Source: an optimization exercise on an open RTL-to-GDS flow (aim: small area). Production flows keep margins and buffers that such runs may drop. RTL that was checked went through simulation tests only; none was proved equivalent to the original. Only the layout flow was run in run 1; the RTL was not checked for function there. No activity file was given, so power comes from the tool's default toggle rates. The clock port is modelled as an ideal driver; clocking choices that lean on that would not hold on a real chip.

==> design/flow/design.v <==
`default_nettype none
package switch_pkg;
   typedef logic [3:0] nibble_t;
endpackage
`default_nettype wire
`timescale 1ns/1ps
`default_nettype none
module ingress_buffer
#(
   parameter int PORT_ID = 0
)
(
   input  logic       clk,
   input  logic       rst_n_i,
   input  logic       rx_dv_i,
   input  logic [3:0] rx_nibble_i,
   input  logic       gnt_i,       
   output logic       req_o,       
   output logic       own_o,       
   output logic       send_o,      
   output logic [2:0] dst_o,       
   output logic [3:0] nib_o        
);
   localparam int R = 116;
   localparam int TAP0 = 1;
   localparam int TAP1 = 25;
   localparam int TAP2 = 49;
   localparam int TAP3 = 73;
   localparam int TAP4 = 97;
   logic [2:0] st_q;
   logic [6:0] c_q;
   logic [6:0] b_q;      
   logic       ok_q;     
   logic [2:0] dst_q;
   logic [2:0] tap_q;
   logic [4*R-1:0] ring_q;
   wire s_idle = st_q == 3'b000;
   wire s_recv = st_q[0] & ~st_q[2];
   wire s_wait = st_q[1];
   wire s_gnt  = st_q[2] & ~st_q[0];
   wire s_send = st_q[2] & st_q[0];
   wire [6:0] c_inc = c_q + 7'd1;
   wire wr = rx_dv_i & ~(s_recv & b_q[6]);
   always_ff @(posedge clk)
      ring_q <= {ring_q[4*R-5:0], wr ? rx_nibble_i : ring_q[4*R-1 -: 4]};
   wire [3:0] ch = c_q[6:3];
   wire at_tap = (c_q[2:0] == 3'd0) &
                 ((ch == 4'd0) | (ch == 4'd3) | (ch == 4'd6) | (ch == 4'd9) | (ch == 4'd12));
   wire [2:0] tap_sel = {c_q[6], c_q[5], c_q[3]};
   wire       hdr     = (b_q[6:3] == 4'd0) & ~(b_q[2] & b_q[1]);    
   wire       dst_nib = (b_q[2:0] == 3'd5) & c_q[0];                
   wire       dst_bad = rx_nibble_i[3] | (rx_nibble_i[2:0] == 3'd0) | (rx_nibble_i[2:0] == 3'd7) |
                        (rx_nibble_i[2:0] == 3'(PORT_ID + 1));
   wire       bad     = hdr & (dst_nib ? dst_bad : (rx_nibble_i != 4'd0));
   wire       accept  = ok_q & (b_q[6:3] != 4'd0);
   wire       last    = c_inc == {b_q[5:0], 1'b0};
   always_ff @(posedge clk)
   begin
      if ((s_idle & rx_dv_i) | (s_gnt & at_tap) | (~s_send & (c_q[6:4] == 3'b111) & c_q[1] & c_q[0]))
         c_q <= '0;
      else
         c_q <= c_inc;
      if (s_idle)
         b_q <= '0;
      else if (s_recv & rx_dv_i & ~c_q[0])
         b_q <= b_q + 7'd1;
      if (s_idle)
         ok_q <= rx_nibble_i == 4'd2;
      else if (s_recv & rx_dv_i & (bad | (b_q[6] & ~c_q[0])))    
         ok_q <= 1'b0;
      if (s_recv & rx_dv_i & hdr & dst_nib)
         dst_q <= rx_nibble_i[2:0];
      if (s_gnt)
         tap_q <= tap_sel;
   end
   always_ff @(posedge clk)
   begin
      if (!rst_n_i)
         st_q <= 3'b000;
      else if (s_idle)
      begin
         if (rx_dv_i)
            st_q <= 3'b001;
      end
      else if (s_recv)
      begin
         if (!rx_dv_i)
            st_q <= accept ? 3'b010 : 3'b000;
      end
      else if (s_wait)
      begin
         if (gnt_i)
            st_q <= 3'b100;
      end
      else if (s_gnt)
      begin
         if (at_tap)
            st_q <= 3'b101;
      end
      else if (last)
         st_q <= 3'b000;
   end
   logic [3:0] tap_nib;
   always_comb
   begin
      case (tap_q[2:1])
         2'b00:   tap_nib = tap_q[0] ? ring_q[4*TAP1 +: 4] : ring_q[4*TAP0 +: 4];
         2'b01:   tap_nib = ring_q[4*TAP2 +: 4];
         2'b10:   tap_nib = ring_q[4*TAP3 +: 4];
         default: tap_nib = ring_q[4*TAP4 +: 4];
      endcase
   end
   logic [3:0] nib;
   always_comb
   begin
      if (c_q[6:4] != 3'd0 || c_q[3:2] == 2'b11)
         nib = tap_nib;                  
      else if (c_q[3:0] == 4'd0)
         nib = 4'h2;
      else if (c_q[3:0] == 4'd10)
         nib = {1'b0, dst_q};
      else
         nib = 4'h0;
   end
   assign req_o  = s_wait;
   assign own_o  = st_q[2];
   assign send_o = s_send;
   assign dst_o  = dst_q;
   assign nib_o  = nib;    
endmodule
`default_nettype wire
`timescale 1ns/1ps
`default_nettype none
module switch_fabric
(
   input  logic                          clk,
   input  logic                          rst_n_i,
   input  logic [6-1:0]      req_i,
   input  logic [6-1:0]      own_i,
   input  logic [6-1:0]      send_i,
   input  logic [6-1:0][2:0] dst_i,
   input  logic [6-1:0][3:0] nib_i,
   output logic [6-1:0]      gnt_o,
   output logic [6-1:0]      tx_en_o,
   output logic [4*6-1:0]    tx_nibble_o
);
   localparam int N = 6;
   logic [2:0]   ptr_q [N];
   logic [N-1:0] to_out [N];     
   logic [N-1:0] res;
   logic [N-1:0] gnt_mat [N];    
   always_comb
   begin
      for (int i = 0; i < N; i++)
         for (int o = 0; o < N; o++)
            to_out[i][o] = (i != o) && dst_i[i] == 3'(o + 1);
      for (int o = 0; o < N; o++)
      begin
         res[o]                = 1'b0;
         tx_en_o[o]            = 1'b0;
         tx_nibble_o[4*o +: 4] = 4'h0;
         for (int i = 0; i < N; i++)
         begin
            res[o]                = res[o] | (own_i[i] & to_out[i][o]);
            tx_en_o[o]            = tx_en_o[o] | (send_i[i] & to_out[i][o]);
            tx_nibble_o[4*o +: 4] = tx_nibble_o[4*o +: 4] | ({4{send_i[i] & to_out[i][o]}} & nib_i[i]);
         end
      end
      for (int i = 0; i < N; i++)
         for (int o = 0; o < N; o++)
            gnt_mat[i][o] = req_i[i] && to_out[i][o] && ptr_q[o] == 3'(i) && !res[o];
      for (int i = 0; i < N; i++)
         gnt_o[i] = |gnt_mat[i];
   end
   for (genvar o = 0; o < N; o++)
   begin : g_out
      always_ff @(posedge clk)
      begin
         if (!rst_n_i)
            ptr_q[o] <= '0;
         else if (!res[o])
            ptr_q[o] <= (ptr_q[o] == 3'(N - 1)) ? '0 : ptr_q[o] + 3'd1;
      end
   end
endmodule
`default_nettype wire
`timescale 1ns/1ps
`default_nettype none
module switch_top
(
   input  logic                      clk,
   input  logic                      rst_n_i,
   input  logic [6-1:0]  rx_dv_i,
   input  logic [4*6-1:0] rx_nibble_i,
   output logic [6-1:0]  tx_en_o,
   output logic [4*6-1:0] tx_nibble_o
);
   wire [6-1:0]      req;
   wire [6-1:0]      own;
   wire [6-1:0]      send;
   wire [6-1:0]      gnt;
   wire [6-1:0][2:0] dst;
   wire [6-1:0][3:0] nib;
   for (genvar g = 0; g < 6; g++)
   begin : g_port
      ingress_buffer #(.PORT_ID(g)) u_ibuf
      (
         .clk         (clk),
         .rst_n_i     (rst_n_i),
         .rx_dv_i     (rx_dv_i[g]),
         .rx_nibble_i (rx_nibble_i[4*g +: 4]),
         .gnt_i       (gnt[g]),
         .req_o       (req[g]),
         .own_o       (own[g]),
         .send_o      (send[g]),
         .dst_o       (dst[g]),
         .nib_o       (nib[g])
      );
   end
   switch_fabric u_fabric
   (
      .clk         (clk),
      .rst_n_i     (rst_n_i),
      .req_i       (req),
      .own_i       (own),
      .send_i      (send),
      .dst_i       (dst),
      .nib_i       (nib),
      .gnt_o       (gnt),
      .tx_en_o     (tx_en_o),
      .tx_nibble_o (tx_nibble_o)
   );
endmodule
`default_nettype wire
==> design/flow/run.sh <==
#!/bin/bash
# synth_recipe.tcl (not shown) runs the flow's synth.tcl, then flattens the netlist and writes it again
# the make line also repeats each setting of config.mk as NAME=value (left out here)
make -C /OpenROAD-flow-scripts/flow DESIGN_CONFIG=/design/flow/config.mk WORK_HOME=/design/flow/orfs CLKGATE_MAP_FILE= SYNTH_SCRIPT=/design/flow/synth_recipe.tcl finish
==> design/flow/config.mk <==
export PLATFORM = sky130hd
export DESIGN_NAME = switch_top
export DESIGN_NICKNAME = switch_top
export VERILOG_FILES = /design/flow/design.v
export SDC_FILE = /design/flow/constraint.sdc
export NUM_CORES = 4
export LEC_CHECK = 0
export CAP_MARGIN = 20
export CORE_MARGIN = 2
export CORE_UTILIZATION = 65
export CTS_BUF_LIST = sky130_fd_sc_hd__clkbuf_16
export CTS_CLUSTER_DIAMETER = 60
export CTS_CLUSTER_SIZE = 28
export SLEW_MARGIN = 20
==> design/flow/constraint.sdc <==
create_clock -name core_clock -period 7.0 [get_ports {clk}]
set_input_delay 1.4000 -clock core_clock [delete_from_list [all_inputs] [get_ports {clk}]]
set_output_delay 1.4000 -clock core_clock [all_outputs]
set_load 0.01 [all_outputs]
==> reports/metrics.csv, run 1 <==
metric;value;unit
timing.fmax;0.178;GHz
layout.cells.most_common_list;2904 x dfxtp_1, 168 x nor2_1, 140 x clkbuf_16, 129 x nand2_1, 61 x clkdlybuf4s50_1;
nFillCells;6457;
syn_inst;4166;
placementRows;118;
synthDominantAreaCellType;dfxtp_1;
netlist.area_leader.share;86.2;%
grt_setup_unrepaired;false;
path_cells;mux2_2 > mux4_2 > o21ai_0 > o22ai_1 > a211oi_1 > nand2_1 > clkdlybuf4s50_1;
worst_ir_drop_vdd;0.339;mV
tightest_slew;1.23;ns
critical_path_class;reg2out;
synthesis.yosys.warnings;10;
post_dp_hpwl;61600;um
h-tree-depth;4;
critical_path.max_fanout;5;
postSynth.topFlopCell;dfxtp_1;
maxSlewHeadroom;17.6;%
totalNegativeSetupSlack;0;ns
timing.reg2reg.worst_path_depth;7;
cts_hold_repair.buffers;0;
grt_remaining_overflow;0;
place.port_buffers;61;
drive_above_1_share;6.24;%
fin_crit_sh;80.2;%
synthArstFlopShare;0;%
cp_num_buf_inv;1;
routed_wirelength;99100;um
cts.repair_timing.setup_buffer_count;0;
grt_max_degree;30;
wl_per_cell;17.3;um
num_cts_buffers;134;
report.final.setup_viol;0;
post_cts_resize_count;0;
critical-path-max-stage-delay;0.84;ns
cts-root-buf;clkbuf_16;
reg2reg_slack;4.10;ns
final_net_count;4374;
critical_path.reg2reg.startpoint;g_port[4].u_ibuf.dst_q[0]$_DFFE_PP_;
count_of_final_hold_check_violations;0;
yosysSeqAreaShare;88.1;%
grt_pass1_wl;154000;um
min_path_type;reg2reg;
num_io_pins;62;
timing_max_transition_violations_final;0;
regToRegEndpoint;g_port[5].u_ibuf.st_q[1]$_SDFFE_PN0P_;
tritoncts_num_sinks;2946;
top_usage_layer_grt;met1;
worst_setup_path_end_kind;primary output;
groute.layer.met3.usage;3.95;%
clock_skew;0.0255;ns
post_synth_main_area_contributors;dfxtp_1 86%, edfxtp_1 1.9%, nor2_1 0.94%, mux4_2 0.73%, nand2_1 0.72%;
grt_pass1_vias;26945;
cellPowerDensity;359;nW/um^2
path_depth;7;
grt_antenna_before_repair;11;
crit_path_top_delay_cell;o21ai_0;
synth_nets;4233;
gpl.final_weighted_congestion;0.921;
arrival;4.22;ns
use_met2;26.9;%
layout_setup_ws;1.38;ns
syn-mean-instance-area;16.2;um^2
post_synthesis_cell_type_count;92;
initialDrtViolationCount;1866;
areaGrowthSynthToFinish;9.19;%
outcome;no timing/DRC/antenna violations;
initial_core_util;65.3;%
startpoint_type;register;
req_time_crit_path;5.60;ns
drt-pass1-iter-count;6;
synth_seq_cells;2946;
critical-path-top-delay-family;compound AO/OA/AOI/OAI gates;
groute.layer.met1.usage;29.2;%
finalCriticalPeriod;5.62;ns
cts.reportedPaths.clkPinSlew;0.09;ns
post-route-drc-count;0;
place_worst_setup_slack;2.24;ns
area_of_the_mapped_netlist;67400;um^2
gr-usage-all-layers;18.9;%
die_w;326;um
synth-edff-count;42;
routed-via-count;27625;
postRouteAntennaNets;0;
routed_vias_inst;4.81;
core_area;103000;um^2
last_element_of_the_critical_path;tx_nibble_o[16];
die-area;106000;um^2
maxCapViolCount;0;
clk_latency;0.76;ns
die_height;326;um
cts-root-to-sink-buffers;3;
crit_path_start;g_port[0].u_ibuf.tap_q[0]$_DFFE_PP_;
layout.cells.most_common;dfxtp_1;
clock_tree_from_tritoncts;yes;
p_leak;29.1;nW
==> synth_stat cells, types with 11 or more instances <==
library cell / count
nand2b_1: 20
edfxtp_1: 42
and4b_1: 11
o22ai_1: 19
nor2b_1: 40
inv_1: 49
xor2_1: 43
a21oi_1: 53
dfxtp_1: 2904
o21ai_0: 43
a22oi_1: 15
ha_1: 35
mux4_2: 22
nor4_1: 20
nand4_1: 46
nor2_1: 168
nand3_1: 51
or3_1: 19
a221o_1: 11
a31oi_1: 13
mux2i_1: 14
clkbuf_1: 50
and2_1: 17
xnor2_1: 55
a211oi_1: 13
nand2_1: 129
or4_1: 11
nand4b_1: 15
nor3_1: 34
mux2_2: 42
==> sequential cells by signal, indices dropped and copies added (netlist names) <==
name and count:
g_port.u_ibuf.dst_q 18, u_fabric.ptr_q 18, g_port.u_ibuf.st_q 18, g_port.u_ibuf.ring_q 2784
g_port.u_ibuf.ok_q 6, g_port.u_ibuf.tap_q 18, g_port.u_ibuf.c_q 42, g_port.u_ibuf.b_q 42
==> worst min path at each step <==
| stage | from | end | depth (start not counted) |
|---|---|---|---|
| floorplan | g_port[0].u_ibuf.ring_q[96]$_DFF_P_ | g_port[0].u_ibuf.ring_q[100]$_DFF_P_ | 0 |
| global placement | g_port[3].u_ibuf.ring_q[423]$_DFF_P_ | g_port[3].u_ibuf.ring_q[427]$_DFF_P_ | 0 |
| detailed placement | g_port[1].u_ibuf.ring_q[256]$_DFF_P_ | g_port[1].u_ibuf.ring_q[260]$_DFF_P_ | 0 |
| CTS | g_port[3].u_ibuf.ring_q[386]$_DFF_P_ | g_port[3].u_ibuf.ring_q[390]$_DFF_P_ | 0 |
| global route | g_port[3].u_ibuf.ring_q[205]$_DFF_P_ | g_port[3].u_ibuf.ring_q[209]$_DFF_P_ | 0 |
| finish | g_port[3].u_ibuf.ring_q[205]$_DFF_P_ | g_port[3].u_ibuf.ring_q[209]$_DFF_P_ | 0 |
==> worst reg2reg max path: cells and delay by family (launching register included) <==
family,cells,cell delay (ns)
flops,1,0.66
simple gates,6,1.96
compound gates,1,0.19
==> power breakdown <==
group	switching, W	total (W)	internal, W	leakage, nW
combinational	0.000206	0.000360	0.000154	2.99
clock	0.00496	0.00872	0.00376	1.98
sequential	0.000178	0.0174	0.0172	24.1
==> cell type report <==
type	count	area (um^2)	share of cell area [%]
Antenna cell	2	5.00	0.00680
Clock buffer	140	3500	4.76
Clock inverter	45	543	0.737
Inverter	50	188	0.255
Multi-Input combinational cell	1103	7580	10.3
Sequential cell	2946	59400	80.7
Tap cell	1380	1730	2.34
Timing Repair Buffer	72	693	0.941
==> layer usage <==
metal	part of all wire (%)	wire [um]	vias to the layer above
met3	4.6	4600	149
met2	41	40600	460
met4	2.0	2000	6
met1	52	51800	13173
met5	0.034	34	-
li1	-	-	13837
==> logic make-up after synthesis <==
logic type,after synthesis,synth area share (%)
compound gates,251,2.61
xor+xnor,99,1.31
fa+ha+maj,37,0.679
buf+inv,117,0.696
flops,2946,88.1
mux,82,1.71
simple gates,634,4.92
==> metrics by stage <==
step | power [W] | cells | hold WS (ns) | instance area, um^2 | utilization (%)
CTS | 0.0267 | 5736 | 0.309 | 73600 | 71.3
detailed placement | 0.0181 | 5551 | 0.312 | 69600 | 67.4
floorplan | 0.0179 | 4166 | 0.310 | 67400 | -
finish | 0.0264 | 5738 | 0.307 | 73600 | 71.4
global route | 0.0273 | 5736 | 0.308 | 73600 | 71.3
global placement | 0.0181 | 5551 | 0.310 | 69600 | 67.4
==> run 2: changes to the inputs <==
--- a/design/flow/design.v
+++ b/design/flow/design.v
@@ -29,7 +29,7 @@
    localparam int TAP4 = 97;
    logic [2:0] st_q;
    logic [6:0] c_q;
-   logic [6:0] b_q;      
+   logic [5:0] b_q;      
    logic       ok_q;     
    logic [2:0] dst_q;
    logic [2:0] tap_q;
@@ -40,20 +40,22 @@
    wire s_gnt  = st_q[2] & ~st_q[0];
    wire s_send = st_q[2] & st_q[0];
    wire [6:0] c_inc = c_q + 7'd1;
-   wire wr = rx_dv_i & ~(s_recv & b_q[6]);
+   wire b_top = b_q == 6'd63;
+   wire wr = rx_dv_i & ~(s_recv & b_top & c_q[3]);
    always_ff @(posedge clk)
       ring_q <= {ring_q[4*R-5:0], wr ? rx_nibble_i : ring_q[4*R-1 -: 4]};
    wire [3:0] ch = c_q[6:3];
    wire at_tap = (c_q[2:0] == 3'd0) &
                  ((ch == 4'd0) | (ch == 4'd3) | (ch == 4'd6) | (ch == 4'd9) | (ch == 4'd12));
    wire [2:0] tap_sel = {c_q[6], c_q[5], c_q[3]};
-   wire       hdr     = (b_q[6:3] == 4'd0) & ~(b_q[2] & b_q[1]);    
-   wire       dst_nib = (b_q[2:0] == 3'd5) & c_q[0];                
+   wire       hdr     = ((b_q[5:3] == 3'd0) & ~(b_q[2] & (b_q[1] | b_q[0]))) |
+                        (b_top & ~c_q[3]);                          
+   wire       dst_nib = (b_q[2:0] == 3'd4) & c_q[0];                
    wire       dst_bad = rx_nibble_i[3] | (rx_nibble_i[2:0] == 3'd0) | (rx_nibble_i[2:0] == 3'd7) |
                         (rx_nibble_i[2:0] == 3'(PORT_ID + 1));
    wire       bad     = hdr & (dst_nib ? dst_bad : (rx_nibble_i != 4'd0));
-   wire       accept  = ok_q & (b_q[6:3] != 4'd0);
-   wire       last    = c_inc == {b_q[5:0], 1'b0};
+   wire       accept  = ok_q & ((b_q[5:3] != 3'd0) | (b_q[2:0] == 3'd7)) & ~(b_top & ~c_q[3]);
+   wire       last    = c_q[0] & (c_q[6:1] == b_q);                  
    always_ff @(posedge clk)
    begin
       if ((s_idle & rx_dv_i) | (s_gnt & at_tap) | (~s_send & (c_q[6:4] == 3'b111) & c_q[1] & c_q[0]))
@@ -61,12 +63,12 @@
       else
          c_q <= c_inc;
       if (s_idle)
-         b_q <= '0;
+         b_q <= 6'd63;
       else if (s_recv & rx_dv_i & ~c_q[0])
-         b_q <= b_q + 7'd1;
+         b_q <= b_q + 6'd1;
       if (s_idle)
          ok_q <= rx_nibble_i == 4'd2;
-      else if (s_recv & rx_dv_i & (bad | (b_q[6] & ~c_q[0])))    
+      else if (s_recv & rx_dv_i & (bad | (b_top & c_q[2] & ~c_q[0])))    
          ok_q <= 1'b0;
       if (s_recv & rx_dv_i & hdr & dst_nib)
          dst_q <= rx_nibble_i[2:0];
@@ -149,6 +151,17 @@
    logic [N-1:0] to_out [N];     
    logic [N-1:0] res;
    logic [N-1:0] gnt_mat [N];    
+   logic [N-1:0] ptr_at [N];     
+   always_comb
+      for (int o = 0; o < N; o++)
+      begin
+         ptr_at[o][0] = !ptr_q[o][0] & !ptr_q[o][2];
+         ptr_at[o][1] =  ptr_q[o][0] & !ptr_q[o][1];
+         ptr_at[o][2] =  ptr_q[o][1] & !ptr_q[o][2];
+         ptr_at[o][3] =  ptr_q[o][0] &  ptr_q[o][2];
+         ptr_at[o][4] =  ptr_q[o][1] & !ptr_q[o][0];
+         ptr_at[o][5] =  ptr_q[o][2] & !ptr_q[o][1];
+      end
    always_comb
    begin
       for (int i = 0; i < N; i++)
@@ -168,7 +181,7 @@
       end
       for (int i = 0; i < N; i++)
          for (int o = 0; o < N; o++)
-            gnt_mat[i][o] = req_i[i] && to_out[i][o] && ptr_q[o] == 3'(i) && !res[o];
+            gnt_mat[i][o] = req_i[i] && to_out[i][o] && ptr_at[o][i] && !res[o];
       for (int i = 0; i < N; i++)
          gnt_o[i] = |gnt_mat[i];
    end
@@ -179,7 +192,7 @@
          if (!rst_n_i)
             ptr_q[o] <= '0;
          else if (!res[o])
-            ptr_q[o] <= (ptr_q[o] == 3'(N - 1)) ? '0 : ptr_q[o] + 3'd1;
+            ptr_q[o] <= {ptr_q[o][1:0], !ptr_q[o][2]};
       end
    end
 endmodule
==> design/flow/flow/run.sh (new file) <==
#!/bin/bash
# Standard layout with two changes: clock tree synthesis adds no dummy loads,
# and the port buffers are the smallest buffer cell.
set -euo pipefail
export CTS_ARGS="-sink_clustering_enable -repair_clock_nets -sink_clustering_size 32 -sink_clustering_max_diameter 120 -buf_list sky130_fd_sc_hd__clkbuf_16 -dont_use_dummy_load"
export BUFFER_PORTS_ARGS="-buffer_cell sky130_fd_sc_hd__buf_1"
bash standard.sh > standard.log 2>&1
==> design/flow/standard.sh (new file) <==
#!/bin/bash
# synth_recipe.tcl (not shown) runs the flow's synth.tcl, then flattens the netlist and writes it again
# the make line also repeats each setting of config.mk as NAME=value (left out here)
make -C /OpenROAD-flow-scripts/flow DESIGN_CONFIG=/design/flow/config.mk WORK_HOME=/design/flow/orfs CLKGATE_MAP_FILE= SYNTH_SCRIPT=/design/flow/synth_recipe.tcl "${@:-finish}"
--- a/design/flow/config.mk
+++ b/design/flow/config.mk
@@ -9,6 +9,6 @@
 export CORE_MARGIN = 2
 export CORE_UTILIZATION = 65
 export CTS_BUF_LIST = sky130_fd_sc_hd__clkbuf_16
-export CTS_CLUSTER_DIAMETER = 60
-export CTS_CLUSTER_SIZE = 28
+export CTS_CLUSTER_DIAMETER = 80
+export CTS_CLUSTER_SIZE = 32
 export SLEW_MARGIN = 20
removed: design/flow/run.sh
==> reports/metrics.csv, run 2 <==
metric;value;unit
cellPowerDensity;347;nW/um^2
synthesis.yosys.warnings;11;
core_area;102000;um^2
grt_pass1_wl;150000;um
die-area;106000;um^2
h-tree-depth;3;
whs_endpoint;g_port[3].u_ibuf.ring_q[198]$_DFF_P_;
p_leak;28.2;nW
synth_common_cells;2898 x dfxtp_1, 129 x nand2_1, 120 x nor2_1;
area_of_the_mapped_netlist;67100;um^2
cts-root-buf;clkbuf_16;
largest_register_ffs;2784;
gpl.final_weighted_congestion;0.913;
routed_vias_inst;4.81;
synthArstFlopShare;0;%
clock_skew;0.0558;ns
post_cts_resize_count;0;
outcome;no timing/DRC/antenna violations;
layout.cells.most_common;dfxtp_1;
die_w;325;um
req_time_crit_path;5.60;ns
timing.fmax;0.199;GHz
cts.repair_timing.setup_buffer_count;0;
crit_path_top_delay_cell;a21oi_1;
finalCriticalPeriod;5.02;ns
worst_setup_path_end_kind;primary output;
postRouteAntennaNets;0;
post_synthesis_cell_type_count;84;
cts-root-to-sink-buffers;3;
synth_nets;4203;
areaGrowthSynthToFinish;6.31;%
layout.cells.most_common_list;2898 x dfxtp_1, 129 x nand2_1, 120 x nor2_1, 102 x clkbuf_16, 76 x nand3_1;
startpoint_type;register;
maxCapViolCount;0;
grt_pass1_vias;26015;
worst_ir_drop_vdd;0.313;mV
hold_ws;0.291;ns
worstHoldStart;g_port[3].u_ibuf.ring_q[194]$_DFF_P_;
timing.reg2reg.worst_path_depth;6;
maxSlewHeadroom;28.4;%
critical_path.reg2reg.startpoint;g_port[3].u_ibuf.dst_q[2]$_DFFE_PP_;
totalNegativeSetupSlack;0;ns
synth-edff-count;42;
min_delay_path_depth;0;
largest_registers;g_port.u_ibuf.ring_q (2784), g_port.u_ibuf.c_q (42), g_port.u_ibuf.b_q (36);
grt_setup_unrepaired;false;
cts_hold_repair.buffers;0;
grt_remaining_overflow;0;
placementRows;117;
routed-via-count;26938;
initialDrtViolationCount;1827;
fin_crit_sh;71.7;%
critical-path-max-stage-delay;0.70;ns
clock_tree_from_tritoncts;yes;
critical_path_class;reg2out;
synth_seq_cells;2940;
clk_latency;0.70;ns
die_height;325;um
library_cell_with_the_highest_instance_count_after_synthesis;dfxtp_1;
syn-mean-instance-area;16.2;um^2
yosysSeqAreaShare;88.3;%
postSynth.topFlopCell;dfxtp_1;
cts.reportedPaths.clkPinSlew;0.11;ns
grt_max_degree;33;
initial_core_util;65.8;%
post_dp_hpwl;62400;um
report.final.setup_viol;0;
syn_inst;4135;
place.port_buffers;61;
min_path_type;reg2reg;
wl_per_cell;17.4;um
critical_path.max_fanout;5;
count_of_final_hold_check_violations;0;
drt-pass1-iter-count;6;
grt_antenna_before_repair;18;
regToRegEndpoint;g_port[3].u_ibuf.st_q[2]$_SDFFE_PN0P_;
path_cells;mux2_1 > mux4_2 > a21oi_1 > nor2_1 > a2111oi_0 > o21ai_1 > buf_1;
drive_above_1_share;4.21;%
routed_wirelength;97400;um
synthDominantAreaCellType;dfxtp_1;
arrival;3.62;ns
tritoncts_num_sinks;2940;
post_synth_main_area_contributors;dfxtp_1 86%, edfxtp_1 1.9%, mux4_2 0.81%, nand2_1 0.72%, xor2_1 0.68%;
register_name_with_the_most_flops;g_port.u_ibuf.ring_q;
num_cts_buffers;102;
tightest_slew;1.07;ns
netlist.area_leader.share;86.4;%
post-route-drc-count;0;
gr-usage-all-layers;18.4;%
reg2reg_slack;4.18;ns
timing_max_transition_violations_final;0;
num_io_pins;62;
final_net_count;4297;
-- run 2: changes by cell type after synthesis, moves of 10 or more --
cell	before	now
and3_1	9	20
and4b_1	11	1
clkbuf_1	50	61
inv_1	49	67
nand3_1	51	76
nand4_1	46	28
nor2_1	168	120
o211ai_1	2	25
o221ai_1	6	16
-- run 2: power by group --
part           internal (W)  total, W  switching, W
registers            0.0172    0.0174      0.000213
logic              0.000138  0.000324      0.000186
clock network       0.00264   0.00702       0.00439
total                0.0200    0.0247       0.00479
-- run 2: per-stage QoR --
stage	utilization, %	cells	setup WS (ns)	instance area (um^2)	total power, W
global placement	67.4	5493	2.80	68800	0.0181
global route	69.9	5595	1.83	71300	0.0256
detailed placement	67.4	5493	2.78	68800	0.0181
floorplan	-	4135	3.61	67100	0.0179
finish	69.9	5600	1.98	71400	0.0247
CTS	69.9	5595	1.95	71300	0.0250
-- run 2: layout make-up --
class / count / area (um^2)
inverter: 68 / 255
sequential: 2940 / 59300
clock buffer: 102 / 2550
multi-input combinational: 1055 / 7310
tap: 1368 / 1710
timing repair buffer: 62 / 236
antenna: 5 / 12.5
fill: 6620 / 30700
-- run 2: logic make-up (layout without fill, tap and decap cells) --
logic type | after synthesis | after routing | synth area share, %
flip-flops | 2940 | 2940 | 88.3
buffers and inverters | 140 | 232 | 0.796
XOR/XNOR | 100 | 100 | 1.30
adder cells (fa/ha/maj) | 36 | 36 | 0.671
other | 0 | 5 | 0
AND/OR/NAND/NOR | 587 | 587 | 4.53
AO/OA/AOI/OAI | 241 | 241 | 2.49
multiplexers | 91 | 91 | 1.89
-- run 2: how the worst max path moves through the flow --
stage,start,to,slack [ns],depth (start not counted)
floorplan,g_port[0].u_ibuf.tap_q[0]$_DFFE_PP_,tx_nibble_o[4],3.61,5
global placement,g_port[0].u_ibuf.tap_q[0]$_DFFE_PP_,tx_nibble_o[4],2.80,6
detailed placement,g_port[0].u_ibuf.tap_q[0]$_DFFE_PP_,tx_nibble_o[21],2.78,7
CTS,g_port[0].u_ibuf.tap_q[0]$_DFFE_PP_,tx_nibble_o[21],1.95,7
global route,g_port[0].u_ibuf.tap_q[0]$_DFFE_PP_,tx_nibble_o[21],1.83,7
finish,g_port[0].u_ibuf.tap_q[0]$_DFFE_PP_,tx_nibble_o[21],1.98,7
-- run 2: metal layers --
| layer | up-vias | share of wire (%) | GRT usage, % |
|---|---|---|---|
| met5 | - | 0.022 | 0 |
| met4 | 4 | 1.8 | 4.52 |
| met3 | 136 | 4.4 | 2.99 |
| met2 | 428 | 40 | 26.1 |
| met1 | 12806 | 54 | 29.6 |
| li1 | 13564 | - | - |
-- run 2: worst max-delay path, delay by kind of cell, from the launching register on --
family / cells / cell delay, ns
AND/OR/NAND/NOR: 1 / 0.10
AO/OA/AOI/OAI: 3 / 1.31
flip-flops: 1 / 0.49
multiplexers: 2 / 0.83
buffers and inverters: 1 / 0.19
==> run 3: changes to the inputs <==
==> design/flow/flow/run.sh (replaced) <==
#!/bin/bash
# Standard layout with two changes: clock tree synthesis adds no dummy loads,
# and the port buffers are the smallest buffer cell.
set -euo pipefail
export CTS_ARGS="-sink_clustering_enable -repair_clock_nets -sink_clustering_size 33 -sink_clustering_max_diameter 80 -buf_list sky130_fd_sc_hd__clkbuf_16 -dont_use_dummy_load"
export BUFFER_PORTS_ARGS="-buffer_cell sky130_fd_sc_hd__buf_1"
bash standard.sh > standard.log 2>&1
==> reports/metrics.csv, run 3 <==
metric;value;unit
outcome;no timing/DRC/antenna violations;
postSynth.topFlopCell;dfxtp_1;
synth_xor_area_share;1.30;%
syn_inst;4135;
postLayoutCoreUtil;69.9;%
largest_register_ffs;2784;
synth_seq_cells;2940;
fin_crit_sh;71.6;%
placementRows;117;
synth-adder-area-share;0.671;%
worst_setup_path_end_kind;primary output;
grt_antenna_before_repair;11;
gpl.final_weighted_congestion;0.913;
area.sequential;59300;um^2
die-area;106000;um^2
finalNonFillerCells;5601;
synthArstFlopShare;0;%
num_io_pins;62;
initial_core_util;65.8;%
clock_tree_from_tritoncts;yes;
post_dp_hpwl;62400;um
critical_path_class;reg2out;
post_synth_main_area_contributors;dfxtp_1 86%, edfxtp_1 1.9%, mux4_2 0.81%, nand2_1 0.72%, xor2_1 0.68%;
grt_setup_unrepaired;false;
synth_nets;4203;
cts.reportedPaths.clkPinSlew;0.11;ns
numPlacedInstances;5493;
final_design_area_no_fill;71400;um^2
synthesis.yosys.warnings;11;
finalCriticalPeriod;5.01;ns
post_synthesis_cell_type_count;84;
synth_common_cells;2898 x dfxtp_1, 129 x nand2_1, 120 x nor2_1;
post-route-drc-count;0;
synth_top_family_by_area;simple AND/OR/NAND/NOR gates;
grt_remaining_overflow;0;
p_clk_share;28.4;%
placed_cell_area;68800;um^2
switching_fraction_of_total_power;19.4;%
layout.cells.most_common;dfxtp_1;
maxCapViolCount;0;
cts-root-buf;clkbuf_16;
maxSlewHeadroom;25.4;%
synthDominantAreaCellType;dfxtp_1;
arrival;3.61;ns
gr-usage-all-layers;18.7;%
cellInternalPower;0.0200;W
h-tree-depth;3;
netlist.area_leader.share;86.4;%
register_name_with_the_most_flops;g_port.u_ibuf.ring_q;
switching_power;0.00480;W
post_synth_and_or_nand_nor_area_fraction;4.53;%
grt_max_degree;34;
min_path_type;reg2reg;
syn-mean-instance-area;16.2;um^2
routed_vias_inst;4.81;
critical_path.max_fanout;5;
worstHoldStart;g_port[0].u_ibuf.ring_q[327]$_DFF_P_;
power.sequential.fraction;70.3;%
wl_per_cell;17.6;um
routed_wirelength;98500;um
yosys-mux-area-fraction;1.89;%
synth_compound_gate_area_share;2.49;%
startpoint_type;register;
die_w;325;um
comb_power_share;1.3;%
totalNegativeSetupSlack;0;ns
library_cell_with_the_highest_instance_count_after_synthesis;dfxtp_1;
timing_max_transition_violations_final;0;
areaGrowthSynthToFinish;6.31;%
routed-via-count;26945;
final_net_count;4297;
postRouteAntennaNets;0;
drt-pass1-iter-count;6;
cellPowerDensity;347;nW/um^2
initialDrtViolationCount;1800;
clk_latency;0.71;ns
die_height;325;um
largest_registers;g_port.u_ibuf.ring_q (2784), g_port.u_ibuf.c_q (42), g_port.u_ibuf.b_q (36);
num_cts_buffers;102;
layout.cells.most_common_list;2898 x dfxtp_1, 129 x nand2_1, 120 x nor2_1, 102 x clkbuf_16, 76 x nand3_1;
report.final.setup_viol;0;
tightest_slew;1.12;ns
worst_ir_drop_vdd;0.302;mV
core_area;102000;um^2
count_of_final_hold_check_violations;0;
clock_skew;0.0656;ns
cts.repair_timing.setup_buffer_count;0;
p_leak;28.2;nW
grt_pass1_vias;26138;
tritoncts_num_sinks;2940;
drive_above_1_share;4.21;%
timing.fmax;0.199;GHz
crit_path_start;g_port[0].u_ibuf.tap_q[0]$_DFFE_PP_;
place.port_buffers;61;
multi_input_logic_area;7310;um^2
cts_hold_repair.buffers;0;
req_time_crit_path;5.60;ns
post_cts_resize_count;0;
area_of_the_mapped_netlist;67100;um^2
nFillCells;6582;
grt_pass1_wl;152000;um
yosysSeqAreaShare;88.3;%
cts-root-to-sink-buffers;3;
synth-edff-count;42;
critical_path.reg2reg.startpoint;g_port[3].u_ibuf.dst_q[2]$_DFFE_PP_;
==> run 3: final cells by class <==
cell class | instances | area share (%)
antenna | 6 | 0.0210
sequential | 2940 | 83.1
inverter | 68 | 0.358
tap | 1368 | 2.40
multi-input combinational | 1055 | 10.2
clock buffer | 102 | 3.58
timing repair buffer | 62 | 0.331
==> run 3: critical path, stage by stage (launching register included) <==
cell and delay (ns):
edfxtp_1 0.49, mux2_1 0.34, mux4_2 0.49, a21oi_1 0.70
nor2_1 0.10, a2111oi_0 0.38, o21ai_1 0.24, buf_1 0.19
==> run 3: cells by family (layout without fill, tap and decap cells) <==
kind of cell / count (synthesis) / after routing
flip-flops: 2940 / 2940
AND/OR/NAND/NOR: 587 / 587
AO/OA/AOI/OAI: 241 / 241
buffers and inverters: 140 / 232
XOR/XNOR: 100 / 100
multiplexers: 91 / 91
adder cells (fa/ha/maj): 36 / 36
other: 0 / 6
==> run 3: worst paths after layout <==
check / end / slack, ns / depth (start not counted)
setup / recovery: tx_nibble_o[21] / 1.99 / 7
hold / removal: g_port[0].u_ibuf.ring_q[331]$_DFF_P_ / 0.26 / 0
setup reg to reg: g_port[3].u_ibuf.st_q[2]$_SDFFE_PN0P_ / 4.20 / 6
hold reg to reg: g_port[0].u_ibuf.ring_q[331]$_DFF_P_ / 0.26 / 0
==> run 3: power by group through the flow <==
| stage | Sequential, W | Clock, W | Combinational, W |
|---|---|---|---|
| 3_5_place_dp | 0.0178 | 0 | 0.000323 |
| 6_report | 0.0174 | 0.00704 | 0.000324 |
| 3_3_place_gp | 0.0178 | 0 | 0.000318 |
| 4_1_cts | 0.0174 | 0.00724 | 0.000325 |
| 2_1_floorplan | 0.0177 | 0 | 0.000278 |
| 5_1_grt | 0.0175 | 0.00777 | 0.000363 |
==> run 3: layer usage <==
layer | vias up | wire, um | track usage (%)
met3 | 122 | 4050 | 3.19
li1 | 13556 | - | -
met4 | 4 | 1830 | 4.02
met1 | 12842 | 52500 | 30.0
met5 | - | 17 | 0
met2 | 421 | 40100 | 26.5
==> run 3: stage by stage <==
| stage | hold WS, ns | setup slack (ns) | total power, W |
|---|---|---|---|
| after floorplan | 0.310 | 3.61 | 0.0179 |
| after global placement | 0.310 | 2.80 | 0.0181 |
| after detailed placement | 0.312 | 2.78 | 0.0181 |
| after CTS | 0.264 | 1.99 | 0.0250 |
| after global routing | 0.263 | 1.85 | 0.0256 |
| final | 0.264 | 1.99 | 0.0248 |
==> run 4: changes to the inputs <==
==> design/flow/flow/run.sh (replaced) <==
#!/bin/bash
# Standard layout with two changes: clock tree synthesis adds no dummy loads,
# and the port buffers are the smallest buffer cell.
set -euo pipefail
export CTS_ARGS="-sink_clustering_enable -repair_clock_nets -sink_clustering_size 32 -sink_clustering_max_diameter 80 -buf_list sky130_fd_sc_hd__clkbuf_16 -dont_use_dummy_load"
export BUFFER_PORTS_ARGS="-buffer_cell sky130_fd_sc_hd__buf_1"
bash standard.sh > standard.log 2>&1
==> reports/metrics.csv, run 4 <==
metric;value;unit
postRouteAntennaNets;0;
count_of_final_hold_check_violations;0;
critical-path-max-stage-delay;0.72;ns
h-tree-depth;3;
post_dp_hpwl;62400;um
timing_max_transition_violations_final;0;
synth_nets;4203;
initial_core_util;65.8;%
maxSlewHeadroom;29.9;%
post-route-drc-count;0;
clk_latency;0.70;ns
crit_path_top_delay_cell;a21oi_1;
place.port_buffers;61;
wl_per_cell;17.5;um
grt_max_degree;33;
critical_path.max_fanout;5;
yosysSeqAreaShare;88.3;%
design_power_total;0.0248;W
syn_inst;4135;
totalNegativeSetupSlack;0;ns
outcome;no timing/DRC/antenna violations;
netlist.area_leader.share;86.4;%
synthArstFlopShare;0;%
die-area;106000;um^2
postSynth.topFlopCell;dfxtp_1;
final_design_area_no_fill;71400;um^2
routed_vias_inst;4.82;
min_path_type;reg2reg;
fin_crit_sh;72.6;%
clock_tree_from_tritoncts;yes;
synth-edff-count;42;
synth_common_cells;2898 x dfxtp_1, 129 x nand2_1, 120 x nor2_1;
gr-usage-all-layers;18.6;%
layout.cells.most_common;dfxtp_1;
cellPowerDensity;348;nW/um^2
critical-path-top-delay-family;compound AO/OA/AOI/OAI gates;
worst_setup_path_end_kind;primary output;
num_io_pins;62;
p_leak;28.2;nW
layout.cells.most_common_list;2898 x dfxtp_1, 129 x nand2_1, 120 x nor2_1, 104 x clkbuf_16, 76 x nand3_1;
grt_remaining_overflow;0;
die_w;325;um
tightest_slew;1.05;ns
drive_above_1_share;4.26;%
gpl.final_weighted_congestion;0.913;
die_height;325;um
core_area;102000;um^2
placed_cell_area;68800;um^2
cts.reportedPaths.clkPinSlew;0.11;ns
post_cts_resize_count;0;
startpoint_type;register;
routed_wirelength;98000;um
cts-root-to-sink-buffers;3;
routed-via-count;26981;
syn-mean-instance-area;16.2;um^2
grt_pass1_vias;26158;
path_cells;mux2_1 > mux4_2 > a21oi_1 > nor2_1 > a2111oi_0 > o21ai_1 > buf_1;
area_of_the_mapped_netlist;67100;um^2
post_synth_main_area_contributors;dfxtp_1 86%, edfxtp_1 1.9%, mux4_2 0.81%, nand2_1 0.72%, xor2_1 0.68%;
timing.fmax;0.197;GHz
req_time_crit_path;5.60;ns
areaGrowthSynthToFinish;6.38;%
largest_register_ffs;2784;
initialDrtViolationCount;1864;
area.sequential;59300;um^2
synth_seq_cells;2940;
cts-root-buf;clkbuf_16;
worst_ir_drop_vdd;0.289;mV
post_synthesis_cell_type_count;84;
finalCriticalPeriod;5.08;ns
final_net_count;4299;
drt-pass1-iter-count;7;
clock_skew;0.0915;ns
maxCapViolCount;0;
report.final.setup_viol;0;
grt_antenna_before_repair;19;
arrival;3.68;ns
num_cts_buffers;104;
grt_pass1_wl;151000;um
tritoncts_num_sinks;2940;
library_cell_with_the_highest_instance_count_after_synthesis;dfxtp_1;
multi_input_logic_area;7310;um^2
synthDominantAreaCellType;dfxtp_1;
critical_path_class;reg2out;
nFillCells;6602;
register_name_with_the_most_flops;g_port.u_ibuf.ring_q;
cts.repair_timing.setup_buffer_count;0;
grt_setup_unrepaired;false;
synthesis.yosys.warnings;11;
placementRows;117;
cp_num_buf_inv;1;
cts_hold_repair.buffers;0;
largest_registers;g_port.u_ibuf.ring_q (2784), g_port.u_ibuf.c_q (42), g_port.u_ibuf.b_q (36);
run 4: changes by cell type in the layout (fill, tap and decap cells not counted), sizes merged:
cell | before | now
clkbuf | 102 | 104
diode | 6 | 4
run 4: layer usage:
| layer | track usage [%] | wire length, um |
|---|---|---|
| met1 | 29.7 | 52100 |
| met2 | 26.4 | 39700 |
| met3 | 3.37 | 4220 |
| met5 | 0 | 17 |
| met4 | 4.14 | 1950 |
run 4: kinds of logic (layout without fill, tap and decap cells):
group	after synthesis	in the layout	share of synthesized area (%)
AO/OA/AOI/OAI	241	241	2.49
other	0	4	0
flip-flops	2940	2940	88.3
multiplexers	91	91	1.89
AND/OR/NAND/NOR	587	587	4.53
buffers and inverters	140	234	0.796
adder cells (fa/ha/maj)	36	36	0.671
XOR/XNOR	100	100	1.30
run 4: path summary, 6_finish.rpt:
kind / startpoint / endpoint / slack, ns / depth (start not counted)
setup / recovery: g_port[0].u_ibuf.tap_q[0]$_DFFE_PP_ / tx_nibble_o[21] / 1.92 / 7
hold / removal: g_port[0].u_ibuf.ring_q[343]$_DFF_P_ / g_port[0].u_ibuf.ring_q[347]$_DFF_P_ / 0.30 / 0
setup reg to reg: g_port[3].u_ibuf.dst_q[2]$_DFFE_PP_ / g_port[3].u_ibuf.st_q[2]$_SDFFE_PN0P_ / 4.22 / 6
hold reg to reg: g_port[0].u_ibuf.ring_q[343]$_DFF_P_ / g_port[0].u_ibuf.ring_q[347]$_DFF_P_ / 0.30 / 0
run 4: through the flow:
stage	utilization [%]	instances	hold WS, ns	worst slack, ns
finish	70.0	5601	0.299	1.92
global route	70.0	5597	0.295	1.84
CTS	70.0	5597	0.304	1.99
detailed placement	67.4	5493	0.312	2.78
global placement	67.4	5493	0.310	2.80
floorplan	-	4135	0.310	3.61
run 4: where the power goes:
group          switching [W]  internal, W
clock                0.00440      0.00268
sequential          0.000215       0.0172
combinational       0.000186     0.000138
run 4: final cells by class:
type                    instances  area share, %
diodes                          4         0.0140
flip-flops and latches       2940           83.0
well taps                    1368           2.40
inverters                      68          0.357
clock buffers                 104           3.65
repair buffers                 62          0.331
multi-input cells            1055           10.2

[port drivers added, routing unchanged]
The flow's constraints put no driver on any port. The routed layouts listed below were extracted and timed again, unchanged, in two steps.
Step 1: set_driving_cell puts a clkbuf_16 on clk and a buf_2 on each other input, an assumption about the parent block.
Step 2 adds t to the input delays and takes it off the output delays; t is the mean of the earliest and latest rising clock arrival at the registers after step 1. Input paths then give back, and output paths get back, about the clock's delay inside the block.
Three values: ideal ports, drivers, drivers and shift; two values: the first two.
run | t (ns) | setup WS [ns] | slew at the worst register clock pin (ns)
run 1 | 0.821 | 1.383 / 1.311 / 2.132 | 0.11 / 0.11
run 2 | 0.740 | 1.978 / 1.915 / 2.655 | 0.12 / 0.12
run 3 | 0.761 | 1.985 / 1.915 / 2.677 | 0.13 / 0.13
run 4 | 0.734 | 1.921 / 1.857 / 2.591 | 0.11 / 0.11
After both steps every run listed still meets setup and hold.
